From an optimization exercise on the open Yosys and OpenROAD flow, aimed at small area, a short achievable clock period and few clock cycles; shortcuts taken in it are not production practice.

==> ember <==
==> flow/design.v (excerpt) <==
module magnetometer_frame_heading (
	input  logic                                 clk,
	input  logic                                 arst_n,
	input  logic                                 in_valid,
	output logic                                 in_stall,
	input  logic                                 command,
	input  logic [7:0]                           rx_byte,
	output logic                                 out_valid,
	input  logic                                 out_stall,
	output logic                                 send_request,
	output logic                                 frame_done,
	output logic                                 frame_ok,
	output logic [mfh_pkg::DEG_W-1:0]            heading_deg,
	output logic [mfh_pkg::DEG_W-1:0]            tilt_xz_deg,
	output logic [mfh_pkg::DEG_W-1:0]            tilt_yz_deg,
	output logic signed [mfh_pkg::VAL_W-1:0]     field_x,
	output logic signed [mfh_pkg::VAL_W-1:0]     field_y,
	output logic signed [mfh_pkg::VAL_W-1:0]     field_z,
	input  logic                                 cfg_we,
	input  logic                                 cfg_index,
	input  logic [mfh_pkg::CFG_W-1:0]            cfg_data
);
Settings: LEC_CHECK=0, CAP_MARGIN=20, CORE_MARGIN=2, CORE_UTILIZATION=40, SETUP_SLACK_MARGIN=4.5, SLEW_MARGIN=20; clock period 7.5 ns.
run.sh (not shown) runs the stock make flow with config.mk's settings and CLKGATE_MAP_FILE= SYNTH_SCRIPT=/design/flow/synth_recipe.tcl, a recipe that flattens the netlist after the stock synthesis.
==> amber (differences from ember) <==
--- a/flow/design.v
+++ b/flow/design.v
@@ -56,25 +56,33 @@
 	input  logic signed [mfh_pkg::SW-1:0] s,
 	output logic [mfh_pkg::XW-1:0]        x_n,
 	output logic signed [YW-1:0]          y_n,
 	output logic signed [mfh_pkg::SW-1:0] s_n
 );
-	logic                          up;
-	logic signed [YW-1:0]          ysh0, ysh;
-	logic [mfh_pkg::XW-1:0]        xsh0, xsh;
-	logic [mfh_pkg::SW-1:0]        t;
-	logic signed [mfh_pkg::XW-1:0] ysh_x;
-	assign up   = !y[YW-1];
+	localparam int XW = mfh_pkg::XW;
+	localparam int SW = mfh_pkg::SW;
+	logic                 neg;
+	logic signed [YW-1:0] ysh0, ysh;
+	logic [XW-1:0]        xsh0, xsh;
+	logic [SW-1:0]        t;
+	logic signed [XW-1:0] ysh_x;
+	logic [XW:0]          x_sum;
+	logic [YW:0]          y_sum;
+	logic [SW:0]          s_sum;
+	assign neg  = y[YW-1];
 	assign ysh0 = y >>> SH0;
 	assign xsh0 = x >> SH0;
 	assign ysh  = ysh0 >>> j;
 	assign xsh  = xsh0 >> j;
 	assign t    = (SH0 == 1) ? mfh_pkg::atan_a(j) : mfh_pkg::atan_b(j);
 	assign ysh_x = ysh;
-	assign x_n = up ? x + ysh_x : x - ysh_x;
-	assign y_n = up ? y - YW'(xsh) : y + YW'(xsh);
-	assign s_n = up ? s + t : s - t;
+	assign x_sum = {x, 1'b1} + {ysh_x ^ {XW{neg}}, neg};
+	assign y_sum = {y, 1'b1} + {xsh[YW-1:0] ^ {YW{!neg}}, !neg};
+	assign s_sum = {s, 1'b1} + {t ^ {SW{neg}}, neg};
+	assign x_n = x_sum[XW:1];
+	assign y_n = y_sum[YW:1];
+	assign s_n = s_sum[SW:1];
 endmodule
 module magnetometer_frame_heading (
 	input  logic                                 clk,
 	input  logic                                 arst_n,
 	input  logic                                 in_valid,
@@ -91,11 +99,11 @@
 	output logic [mfh_pkg::DEG_W-1:0]            tilt_yz_deg,
 	output logic signed [mfh_pkg::VAL_W-1:0]     field_x,
 	output logic signed [mfh_pkg::VAL_W-1:0]     field_y,
 	output logic signed [mfh_pkg::VAL_W-1:0]     field_z,
 	input  logic                                 cfg_we,
-	input  logic                                 cfg_index,
+	input  logic [0:0]                           cfg_index,
 	input  logic [mfh_pkg::CFG_W-1:0]            cfg_data
 );
 	localparam int XW  = mfh_pkg::XW;
 	localparam int YAW = mfh_pkg::YAW;
 	localparam int YBW = mfh_pkg::YBW;
@@ -104,18 +112,20 @@
 	localparam int DW  = mfh_pkg::DEG_W;
 	logic [15:0]          timeout_q;
 	logic                 link_q;
 	logic                 in_stall_q;
 	logic [4:0]           pos_q;
+	logic                 win_x_q, win_z_q, win_y_q, first_q;
 	logic                 start_q;
 	logic [15:0]          silence_q;
 	logic                 armed_q;
 	logic [1:0]           ph_q;
 	logic                 mn_q;
 	logic signed [VW-1:0] vx_q, vz_q, vy_q;
 	logic [1:0]           ld_q;       
 	logic                 jc_q;       
+	logic                 ld_hd_q, ld_yz_q;   
 	logic                 a_v_q, a_spec_q, a_ex_q;
 	logic [1:0]           a_t_q;
 	logic [2:0]           a_code_q, a_j_q;
 	logic [XW-1:0]        a_x_q;
 	logic signed [YAW-1:0] a_y_q;
@@ -136,25 +146,27 @@
 	assign in_acc    = in_valid && !in_stall_q;
 	assign acc_byte  = in_acc && !command;
 	assign acc_tick  = in_acc && command;
 	assign close     = (pos_q == 5'd27);
 	assign close_now = acc_byte && close;
-	assign tick_inc  = (silence_q == 16'hFFFF) ? silence_q : silence_q + 16'd1;
+	assign tick_inc  = silence_q + 16'd1;
 	assign limit     = (timeout_q == 16'd0) ? 16'd1 : timeout_q;
 	assign tick_fire = armed_q && (tick_inc >= limit);
 	assign drop      = acc_tick && tick_fire;
 	assign fire_res  = drop && link_q;
 	logic                 win_x, win_z, win_y, win, first;
 	logic                 blank, digit, sgn;
 	logic [1:0]           ph_cur, ph_nxt;
 	logic                 mn_cur, mn_nxt, take_digit;
-	logic signed [VW-1:0] v_sel, v_cur, v_nxt, v_dig, dv;
-	assign win_x = (pos_q >= 5'd4)  && (pos_q <= 5'd8);
-	assign win_z = (pos_q >= 5'd12) && (pos_q <= 5'd16);
-	assign win_y = (pos_q >= 5'd20) && (pos_q <= 5'd24);
+	logic signed [VW-1:0] v_sel, v_cur, v_nxt, v_dig, v10;
+	logic [VW-5:0]        v10_p, v10_m;
+	logic [5:0]           lo;
+	assign win_x = win_x_q;
+	assign win_z = win_z_q;
+	assign win_y = win_y_q;
 	assign win   = win_x || win_z || win_y;
-	assign first = (pos_q == 5'd4) || (pos_q == 5'd12) || (pos_q == 5'd20);
+	assign first = first_q;
 	assign blank = (rx_byte == 8'h20) || (rx_byte >= 8'h09 && rx_byte <= 8'h0D);
 	assign digit = (rx_byte >= 8'h30) && (rx_byte <= 8'h39);
 	assign sgn   = (rx_byte == mfh_pkg::CH_PLUS) || (rx_byte == mfh_pkg::CH_MINUS);
 	always_comb begin
 		v_sel  = win_x ? vx_q : (win_z ? vz_q : vy_q);
@@ -187,48 +199,52 @@
 				end
 			end
 			default: begin
 			end
 		endcase
-		dv    = {{(VW-4){1'b0}}, rx_byte[3:0]};
-		v_dig = (v_cur <<< 3) + (v_cur <<< 1) + (mn_cur ? -dv : dv);
+		v10   = (v_cur <<< 3) + (v_cur <<< 1);
+		v10_p = v10[VW-1:4] + 14'd1;
+		v10_m = v10[VW-1:4] - 14'd1;
+		lo    = {2'b00, v10[3:0]} + (mn_cur ? -{2'b00, rx_byte[3:0]} : {2'b00, rx_byte[3:0]});
+		v_dig = {({(VW-4){!lo[5] &&  lo[4]}} & v10_p)
+			| ({(VW-4){lo[5]}} & v10_m)
+			| ({(VW-4){!lo[4]}} & v10[VW-1:4]), lo[3:0]};
 		v_nxt = take_digit ? v_dig : v_cur;
 	end
 	logic signed [VW-1:0] y_op, x_op;
 	logic                 xneg, yneg, xzero, yzero, eqmag, ld_ex, ld_s;
-	logic [VW-2:0]        ax, ay;
-	logic [VW-1:0]        x1;
+	logic [VW-1:0]        x1, cx, cy;
 	logic signed [VW-1:0] y1;
 	logic [2:0]           ld_code;
 	logic                 ld_ready, a_free, a_load, a_iter, a_xfer, spec_new;
 	logic                 b_free, b_wb;
 	logic [XW-1:0]        a_x_n;
 	logic signed [YAW-1:0] a_y_n;
 	logic signed [SW-1:0] a_s_n;
 	always_comb begin
-		y_op  = (ld_q == mfh_pkg::RUN_YZ) ? vy_q : vx_q;
-		x_op  = (ld_q == mfh_pkg::RUN_HEADING) ? vy_q : vz_q;
+		y_op  = ld_yz_q ? vy_q : vx_q;
+		x_op  = ld_hd_q ? vy_q : vz_q;
 		xneg  = x_op[VW-1];
 		yneg  = y_op[VW-1];
-		ax    = xneg ? (VW-1)'(-x_op) : x_op[VW-2:0];
-		ay    = yneg ? (VW-1)'(-y_op) : y_op[VW-2:0];
 		xzero = (x_op == '0);
 		yzero = (y_op == '0);
-		eqmag = (ax == ay);
-		ld_ex = xzero || yzero || eqmag;
 		ld_s  = xneg ^ yneg;
+		cx    = {{(VW-2){1'b0}}, xneg && yneg, ld_s};
+		cy    = {{(VW-2){1'b0}}, xneg && !yneg, !ld_s};
+		x1    = (x_op ^ {VW{xneg}}) + (y_op ^ {VW{yneg}}) + cx;
+		y1    = (y_op ^ {VW{xneg}}) + (x_op ^ {VW{!yneg}}) + cy;
+		eqmag = (x_op == y_op) || ((x_op ^ y_op) == ((x_op | y_op) << 1));
+		ld_ex = xzero || yzero || eqmag;
 		if (yzero) begin
 			ld_code = xneg ? 3'd4 : 3'd0;
 		end else if (xzero) begin
 			ld_code = yneg ? 3'd6 : 3'd2;
 		end else if (eqmag) begin
 			ld_code = xneg ? (yneg ? 3'd5 : 3'd3) : (yneg ? 3'd7 : 3'd1);
 		end else begin
 			ld_code = xneg ? 3'd4 : 3'd0;
 		end
-		x1 = VW'(ax) + VW'(ay);
-		y1 = ld_s ? $signed(VW'(ax) - VW'(ay)) : $signed(VW'(ay) - VW'(ax));
 	end
 	assign ld_ready = (ld_q != 2'd3) && (jc_q || (start_q &&
 		((ld_q == mfh_pkg::RUN_XZ) ? (pos_q >= 5'd17) : (pos_q >= 5'd25))));
 	assign b_wb     = b_v_q && (b_j_q == 3'd7) && !b_spec_q;
 	assign b_free   = !b_v_q || b_wb;
@@ -332,30 +348,42 @@
 		if (!arst_n) begin
 			timeout_q  <= mfh_pkg::TIMEOUT_RESET;
 			link_q     <= 1'b1;
 			in_stall_q <= 1'b0;
 			pos_q      <= '0;
+			win_x_q    <= 1'b0;
+			win_z_q    <= 1'b0;
+			win_y_q    <= 1'b0;
+			first_q    <= 1'b0;
 			start_q    <= 1'b0;
 			silence_q  <= '0;
 			armed_q    <= 1'b1;
 			ld_q       <= '0;
+			ld_hd_q    <= 1'b0;
+			ld_yz_q    <= 1'b0;
 			jc_q       <= 1'b0;
 			a_v_q      <= 1'b0;
 			b_v_q      <= 1'b0;
 			o_valid_q  <= 1'b0;
 			o_fill_q   <= 1'b0;
 		end else begin
 			if (cfg_we) begin
-				if (cfg_index) begin
+				if (cfg_index[0]) begin
 					link_q <= cfg_data[0];
 				end else begin
 					timeout_q <= cfg_data;
 				end
 			end
 			in_stall_q <= stall_d;
 			pos_q      <= pos_d;
+			win_x_q    <= (pos_d >= 5'd4)  && (pos_d <= 5'd8);
+			win_z_q    <= (pos_d >= 5'd12) && (pos_d <= 5'd16);
+			win_y_q    <= (pos_d >= 5'd20) && (pos_d <= 5'd24);
+			first_q    <= (pos_d == 5'd4) || (pos_d == 5'd12) || (pos_d == 5'd20);
 			ld_q       <= ld_d;
+			ld_hd_q    <= (ld_d == mfh_pkg::RUN_HEADING);
+			ld_yz_q    <= (ld_d == mfh_pkg::RUN_YZ);
 			jc_q       <= jc_d;
 			o_fill_q   <= o_fill_d;
 			o_valid_q  <= o_valid_d;
 			if (acc_byte) begin
 				silence_q <= '0;
@@ -431,14 +459,14 @@
 			if (close_now) begin
 				b_spec_q <= 1'b0;
 			end
 			if (b_v_q && b_j_q != 3'd7) begin
 				b_j_q <= b_j_q + 3'd1;
-				b_x_q <= b_x_n;
-				b_y_q <= b_y_n;
 				b_s_q <= b_s_n;
 			end
+			b_x_q <= b_x_n;
+			b_y_q <= b_y_n;
 		end
 		if (close_now) begin
 			o_send_q <= link_q;
 			o_done_q <= 1'b1;
 			o_ok_q   <= start_q;
--- a/flow/config.mk
+++ b/flow/config.mk
@@ -6,7 +6,7 @@
 export NUM_CORES = 4
 export LEC_CHECK = 0
 export CAP_MARGIN = 20
 export CORE_MARGIN = 2
 export CORE_UTILIZATION = 40
-export SETUP_SLACK_MARGIN = 4.5
+export SETUP_SLACK_MARGIN = 3.0
 export SLEW_MARGIN = 20
==> nickel (differences from ember) <==
--- a/flow/design.v
+++ b/flow/design.v
@@ -56,25 +56,33 @@
 	input  logic signed [mfh_pkg::SW-1:0] s,
 	output logic [mfh_pkg::XW-1:0]        x_n,
 	output logic signed [YW-1:0]          y_n,
 	output logic signed [mfh_pkg::SW-1:0] s_n
 );
-	logic                          up;
-	logic signed [YW-1:0]          ysh0, ysh;
-	logic [mfh_pkg::XW-1:0]        xsh0, xsh;
-	logic [mfh_pkg::SW-1:0]        t;
-	logic signed [mfh_pkg::XW-1:0] ysh_x;
-	assign up   = !y[YW-1];
+	localparam int XW = mfh_pkg::XW;
+	localparam int SW = mfh_pkg::SW;
+	logic                 neg;
+	logic signed [YW-1:0] ysh0, ysh;
+	logic [XW-1:0]        xsh0, xsh;
+	logic [SW-1:0]        t;
+	logic signed [XW-1:0] ysh_x;
+	logic [XW:0]          x_sum;
+	logic [YW:0]          y_sum;
+	logic [SW:0]          s_sum;
+	assign neg  = y[YW-1];
 	assign ysh0 = y >>> SH0;
 	assign xsh0 = x >> SH0;
 	assign ysh  = ysh0 >>> j;
 	assign xsh  = xsh0 >> j;
 	assign t    = (SH0 == 1) ? mfh_pkg::atan_a(j) : mfh_pkg::atan_b(j);
 	assign ysh_x = ysh;
-	assign x_n = up ? x + ysh_x : x - ysh_x;
-	assign y_n = up ? y - YW'(xsh) : y + YW'(xsh);
-	assign s_n = up ? s + t : s - t;
+	assign x_sum = {x, 1'b1} + {ysh_x ^ {XW{neg}}, neg};
+	assign y_sum = {y, 1'b1} + {xsh[YW-1:0] ^ {YW{!neg}}, !neg};
+	assign s_sum = {s, 1'b1} + {t ^ {SW{neg}}, neg};
+	assign x_n = x_sum[XW:1];
+	assign y_n = y_sum[YW:1];
+	assign s_n = s_sum[SW:1];
 endmodule
 module magnetometer_frame_heading (
 	input  logic                                 clk,
 	input  logic                                 arst_n,
 	input  logic                                 in_valid,
@@ -136,11 +144,11 @@
 	assign in_acc    = in_valid && !in_stall_q;
 	assign acc_byte  = in_acc && !command;
 	assign acc_tick  = in_acc && command;
 	assign close     = (pos_q == 5'd27);
 	assign close_now = acc_byte && close;
-	assign tick_inc  = (silence_q == 16'hFFFF) ? silence_q : silence_q + 16'd1;
+	assign tick_inc  = silence_q + 16'd1;
 	assign limit     = (timeout_q == 16'd0) ? 16'd1 : timeout_q;
 	assign tick_fire = armed_q && (tick_inc >= limit);
 	assign drop      = acc_tick && tick_fire;
 	assign fire_res  = drop && link_q;
 	logic                 win_x, win_z, win_y, win, first;
@@ -193,12 +201,11 @@
 		v_dig = (v_cur <<< 3) + (v_cur <<< 1) + (mn_cur ? -dv : dv);
 		v_nxt = take_digit ? v_dig : v_cur;
 	end
 	logic signed [VW-1:0] y_op, x_op;
 	logic                 xneg, yneg, xzero, yzero, eqmag, ld_ex, ld_s;
-	logic [VW-2:0]        ax, ay;
-	logic [VW-1:0]        x1;
+	logic [VW-1:0]        x1, cx, cy;
 	logic signed [VW-1:0] y1;
 	logic [2:0]           ld_code;
 	logic                 ld_ready, a_free, a_load, a_iter, a_xfer, spec_new;
 	logic                 b_free, b_wb;
 	logic [XW-1:0]        a_x_n;
@@ -207,28 +214,28 @@
 	always_comb begin
 		y_op  = (ld_q == mfh_pkg::RUN_YZ) ? vy_q : vx_q;
 		x_op  = (ld_q == mfh_pkg::RUN_HEADING) ? vy_q : vz_q;
 		xneg  = x_op[VW-1];
 		yneg  = y_op[VW-1];
-		ax    = xneg ? (VW-1)'(-x_op) : x_op[VW-2:0];
-		ay    = yneg ? (VW-1)'(-y_op) : y_op[VW-2:0];
 		xzero = (x_op == '0);
 		yzero = (y_op == '0);
-		eqmag = (ax == ay);
-		ld_ex = xzero || yzero || eqmag;
 		ld_s  = xneg ^ yneg;
+		cx    = {{(VW-2){1'b0}}, xneg && yneg, ld_s};
+		cy    = {{(VW-2){1'b0}}, xneg && !yneg, !ld_s};
+		x1    = (x_op ^ {VW{xneg}}) + (y_op ^ {VW{yneg}}) + cx;
+		y1    = (y_op ^ {VW{xneg}}) + (x_op ^ {VW{!yneg}}) + cy;
+		eqmag = (y1 == '0);
+		ld_ex = xzero || yzero || eqmag;
 		if (yzero) begin
 			ld_code = xneg ? 3'd4 : 3'd0;
 		end else if (xzero) begin
 			ld_code = yneg ? 3'd6 : 3'd2;
 		end else if (eqmag) begin
 			ld_code = xneg ? (yneg ? 3'd5 : 3'd3) : (yneg ? 3'd7 : 3'd1);
 		end else begin
 			ld_code = xneg ? 3'd4 : 3'd0;
 		end
-		x1 = VW'(ax) + VW'(ay);
-		y1 = ld_s ? $signed(VW'(ax) - VW'(ay)) : $signed(VW'(ay) - VW'(ax));
 	end
 	assign ld_ready = (ld_q != 2'd3) && (jc_q || (start_q &&
 		((ld_q == mfh_pkg::RUN_XZ) ? (pos_q >= 5'd17) : (pos_q >= 5'd25))));
 	assign b_wb     = b_v_q && (b_j_q == 3'd7) && !b_spec_q;
 	assign b_free   = !b_v_q || b_wb;
--- a/flow/config.mk
+++ b/flow/config.mk
@@ -6,7 +6,7 @@
 export NUM_CORES = 4
 export LEC_CHECK = 0
 export CAP_MARGIN = 20
 export CORE_MARGIN = 2
 export CORE_UTILIZATION = 40
-export SETUP_SLACK_MARGIN = 4.5
+export SETUP_SLACK_MARGIN = 1.5
 export SLEW_MARGIN = 20
==> run summary <==
|  | nickel | amber | ember |
|---|---|---|---|
| Outcome | finished clean | finished clean | finished clean |
| Cts bufs inserted | 48 | 49 | 49 |
| Worst path max stage delay | 0.57 ns | 0.45 ns | 0.60 ns |
| Sequential portion of the cell area | 27.7% | 25.1% | 19.9% |
| Proportion of layout cells with a drive suffix above 1 | 7.04% | 11.7% | 35.4% |
| Area after DPL | 36,900 um^2 | 37,500 um^2 | 41,600 um^2 |
| Data required time of the critical path | 7.84 ns | 8.03 ns | 7.85 ns |
| Cts repair resizes | 1 | 81 | 718 |
| Flip-flop and latch count after synthesis | 386 | 392 | 386 |
| Worst hold slack across all endpoints | 0.423 ns | 0.423 ns | 0.416 ns |
| Number of antenna cells inserted | 1 | 0 | 0 |
| Wire length of the first global-routing pass | 153,000 um | 161,000 um | 198,000 um |
| Skew final | 0.0473 ns | 0.0159 ns | 0.0487 ns |
| # clk buffers | 54 | 60 | 64 |
| Most numerous cell in the Yosys netlist | sky130_fd_sc_hd__ha_1 | sky130_fd_sc_hd__ha_1 | sky130_fd_sc_hd__nor2_1 |
| Combined global-route utilization of all metal layers | 21.4% | 22.2% | 25.3% |
| Critical path buffer and inverter count | 1 | 5 | 1 |
| Pin slew with the least headroom to its limit | 0.951 ns | 1.06 ns | 0.955 ns |
| GP Congestion | 0.893 | 0.893 | 0.934 |
| Met1 track demand over resource in global routing | 28.3% | 31.7% | 33.4% |
Function was not checked in any run of this note: the RTL went through the layout flow alone.

static timing again, ports no longer ideal:
No port has a modelled driver above. Below, the same layouts with a new extraction and two added sets of constraints. Step 1 assumes that a clkbuf_16 drives the clock port and a buf_2 every other input. Step 2 moves the port delays by t, midway between the first and last clock arrival at a register: inputs arrive t later, outputs are due t later. That takes back most of the time a late clock gives input paths. Slacks: ideal / step 1 / step 2; pairs: ideal / step 1.
| run | shift t [ns] | slack for setup (ns) | worst setup path after step 2 | clock arrival spread, ns | cell pins on the clock port's net |
|---|---|---|---|---|---|
| ember | 0.691 | 2.287 / 2.287 / 2.287 | register to register | 0.050 / 0.049 | 1 |
| amber | 0.677 | 3.093 / 3.093 / 2.583 | input to register | 0.018 / 0.019 | 1 |
| nickel | 0.688 | 1.832 / 1.862 / 1.188 | input to register | 0.047 / 0.047 | 1 |
After both steps setup and hold are still met in every run listed. For nickel, which loses most, drivers alone change the setup slack by +0.030 ns; drivers and shift together by -0.644 ns.
